From an optimization exercise on the open Yosys and OpenROAD flow, aimed at small area, a short achievable clock period and few clock cycles per item; shortcuts taken in it are not production practice. Function was checked by simulation only, so behaviour that the tests miss may differ from the original. Power and IR drop assume default switching activity.

### flow/config.mk
export PLATFORM = sky130hd
export DESIGN_NAME = order_book_side
export DESIGN_NICKNAME = order_book_side
export VERILOG_FILES = /design/flow/design.v
export SDC_FILE = /design/flow/constraint.sdc
export NUM_CORES = 4
export LEC_CHECK = 0
export CAP_MARGIN = 20
export CORE_MARGIN = 2
export CORE_UTILIZATION = 40
export SLEW_MARGIN = 20
### flow/constraint.sdc
create_clock -name core_clock -period 5.0 [get_ports {clk}]
set_input_delay 1.0000 -clock core_clock [delete_from_list [all_inputs] [get_ports {clk}]]
set_output_delay 1.0000 -clock core_clock [all_outputs]
set_load 0.01 [all_outputs]
### flow/design.v
module order_book_side #(
    parameter int unsigned        DEPTH      = 10,
    parameter int unsigned        LVL_W      = 4,
    parameter int unsigned        ENTRY_W    = 88,
    parameter logic [ENTRY_W-1:0] NULL_LEVEL = ENTRY_W'(1)
) (
    input  logic                       clk,
    input  logic                       reset_n,
    input  logic                       msg_valid,
    output logic                       msg_ready,
    input  logic [1:0]                 msg_action,
    input  logic [LVL_W-1:0]           msg_level,
    input  logic [15:0]                msg_qty,
    input  logic [7:0]                 msg_norders,
    input  logic [63:0]                msg_price,
    output logic [DEPTH*ENTRY_W-1:0]   levels_out,
    output logic [LVL_W-1:0]           depth_count,
    output logic                       book_update,
    output logic                       msg_err
);
    localparam logic [1:0] ACT_NEW    = 2'd0;
    localparam logic [1:0] ACT_CHANGE = 2'd1;
    localparam logic [1:0] ACT_DELETE = 2'd2;
    localparam logic [1:0] ACT_CLEAR  = 2'd3;
    typedef enum logic [1:0] {
        S_IDLE    = 2'd0,
        S_APPLY   = 2'd1,
        S_PUBLISH = 2'd2
    } state_t;
    state_t               state_q;
    state_t               state_d;
    logic                 capture_c;
    logic                 apply_c;
    logic [1:0]           hold_action;
    logic [LVL_W-1:0]     hold_level;
    logic [ENTRY_W-1:0]   hold_entry;
    logic [ENTRY_W-1:0]   lvl_q [DEPTH];
    logic [ENTRY_W-1:0]   lvl_nxt_c [DEPTH];
    logic [LVL_W-1:0]     depth_q;
    logic [LVL_W-1:0]     depth_nxt_c;
    logic                 entry_ok_c;
    int unsigned          lvl_u;
    int unsigned          cnt_u;
    int unsigned          idx_u;
    always_ff @(posedge clk or negedge reset_n) begin
        if (!reset_n) begin
            state_q <= S_IDLE;
        end else begin
            state_q <= state_d;
        end
    end
    always_comb begin
        state_d   = state_q;
        capture_c = 1'b0;
        apply_c   = 1'b0;
        case (state_q)
            S_IDLE: begin
                if (msg_valid) begin
                    capture_c = 1'b1;
                    state_d   = S_APPLY;
                end
            end
            S_APPLY: begin
                apply_c = 1'b1;
                state_d = S_PUBLISH;
            end
            S_PUBLISH: begin
                state_d = S_IDLE;
            end
            default: begin
                state_d = S_IDLE;
            end
        endcase
    end
    assign msg_ready = (state_q == S_IDLE);
    always_ff @(posedge clk or negedge reset_n) begin
        if (!reset_n) begin
            hold_action <= 2'd0;
            hold_level  <= '0;
            hold_entry  <= '0;
        end else if (capture_c) begin
            hold_action <= msg_action;
            hold_level  <= msg_level;
            hold_entry  <= ENTRY_W'({msg_qty, msg_norders, msg_price});
        end
    end
    always_comb begin
        lvl_u      = 32'(hold_level);
        cnt_u      = 32'(depth_q);
        idx_u      = lvl_u - 32'd1;
        entry_ok_c = 1'b0;
        case (hold_action)
            ACT_NEW:    entry_ok_c = (lvl_u >= 32'd1) && (lvl_u <= cnt_u + 32'd1) && (lvl_u <= DEPTH);
            ACT_CHANGE: entry_ok_c = (lvl_u >= 32'd1) && (lvl_u <= cnt_u);
            ACT_DELETE: entry_ok_c = (lvl_u >= 32'd1) && (lvl_u <= cnt_u);
            default:    entry_ok_c = 1'b1;
        endcase
    end
    always_comb begin
        for (int unsigned i = 0; i < DEPTH; i++) begin
            lvl_nxt_c[i] = lvl_q[i];
        end
        depth_nxt_c = depth_q;
        case (hold_action)
            ACT_NEW: begin
                for (int unsigned i = 1; i < DEPTH; i++) begin
                    if (i > idx_u) begin
                        lvl_nxt_c[i] = lvl_q[i-1];
                    end
                end
                for (int unsigned i = 0; i < DEPTH; i++) begin
                    if (i == idx_u) begin
                        lvl_nxt_c[i] = hold_entry;
                    end
                end
                if (cnt_u < DEPTH) begin
                    depth_nxt_c = depth_q + LVL_W'(1);
                end
            end
            ACT_CHANGE: begin
                for (int unsigned i = 0; i < DEPTH; i++) begin
                    if (i == idx_u) begin
                        lvl_nxt_c[i] = hold_entry;
                    end
                end
            end
            ACT_DELETE: begin
                for (int unsigned i = 0; i < DEPTH - 1; i++) begin
                    if (i >= idx_u) begin
                        lvl_nxt_c[i] = lvl_q[i+1];
                    end
                end
                lvl_nxt_c[DEPTH-1] = NULL_LEVEL;
                depth_nxt_c        = depth_q - LVL_W'(1);
            end
            default: begin
                for (int unsigned i = 0; i < DEPTH; i++) begin
                    lvl_nxt_c[i] = NULL_LEVEL;
                end
                depth_nxt_c = '0;
            end
        endcase
    end
    always_ff @(posedge clk or negedge reset_n) begin
        if (!reset_n) begin
            for (int unsigned i = 0; i < DEPTH; i++) begin
                lvl_q[i] <= NULL_LEVEL;
            end
            depth_q <= '0;
        end else if (apply_c && entry_ok_c) begin
            for (int unsigned i = 0; i < DEPTH; i++) begin
                lvl_q[i] <= lvl_nxt_c[i];
            end
            depth_q <= depth_nxt_c;
        end
    end
    always_ff @(posedge clk or negedge reset_n) begin
        if (!reset_n) begin
            book_update <= 1'b0;
            msg_err     <= 1'b0;
        end else begin
            book_update <= apply_c & entry_ok_c;
            msg_err     <= apply_c & ~entry_ok_c;
        end
    end
    always_comb begin
        levels_out = '0;
        for (int unsigned i = 0; i < DEPTH; i++) begin
            levels_out[i*ENTRY_W +: ENTRY_W] = lvl_q[i];
        end
    end
    assign depth_count = depth_q;
endmodule
### flow/run.sh
#!/bin/bash
# synth_recipe.tcl (not shown) runs the flow's synth.tcl, then flattens the netlist and writes it again
# the make line also repeats each setting of config.mk as NAME=value (left out here)
make -C /OpenROAD-flow-scripts/flow DESIGN_CONFIG=/design/flow/config.mk WORK_HOME=/design/flow/orfs CLKGATE_MAP_FILE= SYNTH_SCRIPT=/design/flow/synth_recipe.tcl finish
==> metrics.cfg <==
[run_status]
status = complete, no violations

[cts]
insertion_delay_ps = 770
cts_tree = done
clk_pin_slew_ps = 60
ctsResizeCount = 0
hold_buffers = 0
clock-sinks = 982
htree_levels = 3
cts_made_buffers = 117
clk_path_buf_depth = 3
cts_setup_buffers = 0
cts_root_buffer = clkbuf_16

[floorplan]
fp.dieW_um = 390
start_util_pct = 40.3
num_rows = 141
die_area_um2 = 152000
coreArea_um2 = 148000
die_y_um = 390
ios = 984

[sta]
fin_worst_skew_ps = 27.5
hold_viol = 0
setup_viol = 0
rsz0062_at_grt = no
drv_slew = 0
final.setup.tns_ps = 0
tightest_slew_ps = 1190
holdWs_ps = 276
max_freq_ghz = 0.247
layout_min_cycle_time_ps = 4040
maxSlewHeadroom_pct = 20.2
finalCritPeriodShare_pct = 80.8

[logic_synthesis]
yosys.area.top_type = dfrtp_1
synth_ff_type = dfrtp_1
syn-num-nets = 6556
synth-edff-count = 0
ys_async_sr_fraction_pct = 100
syn_area_um2 = 59500
synth-seq-cells = 982
ys_seq_area_share_pct = 41.4
synthTopCellsByArea = dfrtp_1, mux2_2, a222oi_1
synth_cell_types = 75
synth_top_area_share_pct = 40.9
synth_area_per_cell_um2 = 9.24
ys_warn_count = 3
postSynthCellCount = 6437

[global_route]
gr-usage-all-layers_pct = 37.8
antenna_found_initial = 9
grt_pass1_vias = 58100
grt_pass1_wl_um = 432000
grt_max_degree = 207
overflow = 0

[power]
p_total_mw = 56.3
p_leak_nw = 28.5
power_density_nw_per_um2 = 756
ir_drop_mv = 0.932

[drt]
dr.first_iter.drc_count = 9873
viasPerCell = 7.01
dr.pass1.iters = 12
routed_wl_um = 299000
wire_per_inst_um = 33.6
drcViolationCount = 0
vias = 62300
drt.antenna.violating_nets = 0

[finish]
register_area_um2 = 24600
nets = 6975
final_cell_area_um2 = 74500
fin_cells = 8888
area_growth_pct = 25.3
multiInputGateArea_um2 = 31900
final_layout_size_suffix_gt1_share_pct = 10.3
fillers = 13500

[worst_setup_path]
cp-end-kind = flop
r2r_cells = 10
arrival_ps = 4650
path_class = flop to flop
worst-path-max-fanout = 61
crit_required_ps = 5600
critical_path.startpoint_type = flop

[placed_design]
io_buffer_count = 983
post-dp-hpwl_um = 182000
placed_area_um2 = 70500
dp.cells = 8667
place_congestion = 0.906

[min_path]
hold_class = input port to asynchronous set/reset pin

[job]
cap_violations = 0

## power by group
group / leakage (nW) / switching (mW) / internal, mW
clock network: 1.95 / 3.78 / 5.20
registers: 10.1 / 5.54 / 11.1
logic: 16.4 / 17.2 / 13.5
total: 28.5 / 26.5 / 29.8
## cell usage in the layout (no fill, tap or decap), types with 70 or more instances in the layout
| cell type | instances |
|---|---|
| a311o_1 | 139 |
| a222oi_1 | 245 |
| o21ai_0 | 488 |
| and2_1 | 139 |
| o31ai_1 | 194 |
| a22o_1 | 70 |
| a211oi_1 | 314 |
| a21oi_1 | 164 |
| mux2i_1 | 122 |
| o211ai_1 | 157 |
| a221oi_1 | 108 |
| clkdlybuf4s50_1 | 982 |
| buf_4 | 83 |
| nor3_1 | 129 |
| clkbuf_16 | 120 |
| mux2_2 | 317 |
| nor2b_1 | 196 |
| nor2_1 | 281 |
| nand2_1 | 406 |
| nand3_1 | 474 |
| dfrtp_1 | 972 |
| a22oi_1 | 280 |
## worst max-delay path: stages, from the launching register on
cell	delay (ps)
dfrtp_1	620
inv_1	250
ha_1	380
and3b_1	270
a31o_2	340
nand2_4	110
buf_4	590
buf_4	770
o21ai_0	200
a211oi_1	210
o211ai_1	110
## per-stage QoR
step,util [%],setup WS (ps)
final,50.5,958
after global routing,50.5,671
after CTS,50.5,1050
after detailed placement,47.8,1050
after global placement,47.8,1170
after floorplan,-,1970
## synth_stat cells, drive strengths merged (70+ instances only)
cell type and n:
a311o 139, a22o 70, nand3 481, buf 222, nor2b 196, mux2 319, a221oi 108, dfrtp 972
and2 142, a222oi 245, mux2i 122, o31ai 194, a21oi 169, o211ai 157, nand2 419, a22oi 280
nor2 285, clkbuf 596, a211oi 314, nor3 130, o21ai 503
## logic make-up (layout without fill, tap and decap cells)
group / after synthesis / in the layout / synth area share (%)
AOI/OAI and AO/OA: 2384 / 2384 / 29.9
buffers and inverters: 838 / 1353 / 5.62
and+or+nand+nor: 1765 / 1765 / 14.5
adders and majority gates: 22 / 22 / 0.476
DFF: 982 / 982 / 41.4
muxes: 441 / 441 / 8.10
xor gates and xnor gates: 5 / 5 / 0.0737
other: 0 / 6 / 0
## path summary, 6_finish.rpt
check                                    end  slack [ps]           from
worst max-delay path            lvl_q[2][29]         960  hold_level[1]
worst min-delay path            lvl_q[9][48]         280        reset_n
worst max register to register  lvl_q[2][29]         960  hold_level[1]
worst min register to register   lvl_q[0][0]         500    lvl_q[0][0]
max in group asynchronous       lvl_q[4][85]        3570        reset_n
min in group core_clock          lvl_q[0][0]         500    lvl_q[0][0]
## registers in the layout, indices dropped and copies added, names as in the netlist
signal and flops:
hold_level 4, state_q 2, depth_q 4, hold_action 2
book_update 1, msg_err 1, hold_entry 88, lvl_q 880
## routing by layer
layer,global-route usage [%],routed length [um]
met5,0,49
met4,21.2,18900
met3,11.2,37200
met2,55.6,129000
met1,49.7,113000
## area by class of cell
class | count | area share [%]
clock buffers | 189 | 4.87
flip-flops and latches | 982 | 33.0
well taps | 1930 | 3.24
inverters | 20 | 0.111
clock inverters | 26 | 0.452
diodes | 6 | 0.0202
multi-input cells | 4617 | 42.9
repair buffers | 1118 | 15.4
Testbench counts, summed over its fixed seeds: cycles 9,600, items 3,200.

separate check: timing with driven ports:
The results above use ideal ports. As a check the final layout listed here was re-extracted and re-timed, cells and wires unchanged.
Step 1 assumes that a clkbuf_16 drives the clock port and a buf_2 every other input.
Step 2 adds t to the input delays and takes it off the output delays; t is the mean of the earliest and latest rising clock arrival at the registers after step 1. Input paths then give back, and output paths get back, about the clock's delay inside the block.
a / b / c = ideal / step 1 / step 2; a / b = the first two.
t, ns: 0.843
setup WS [ns]: 0.958 / 0.958 / 0.958
worst setup path after step 2: register to register
worst data-port slew with drivers (ns): 0.19
After both steps setup and hold are still met in this run. The setup slack of this run moves by 0.000 ns with the drivers and by 0.000 ns with both steps.
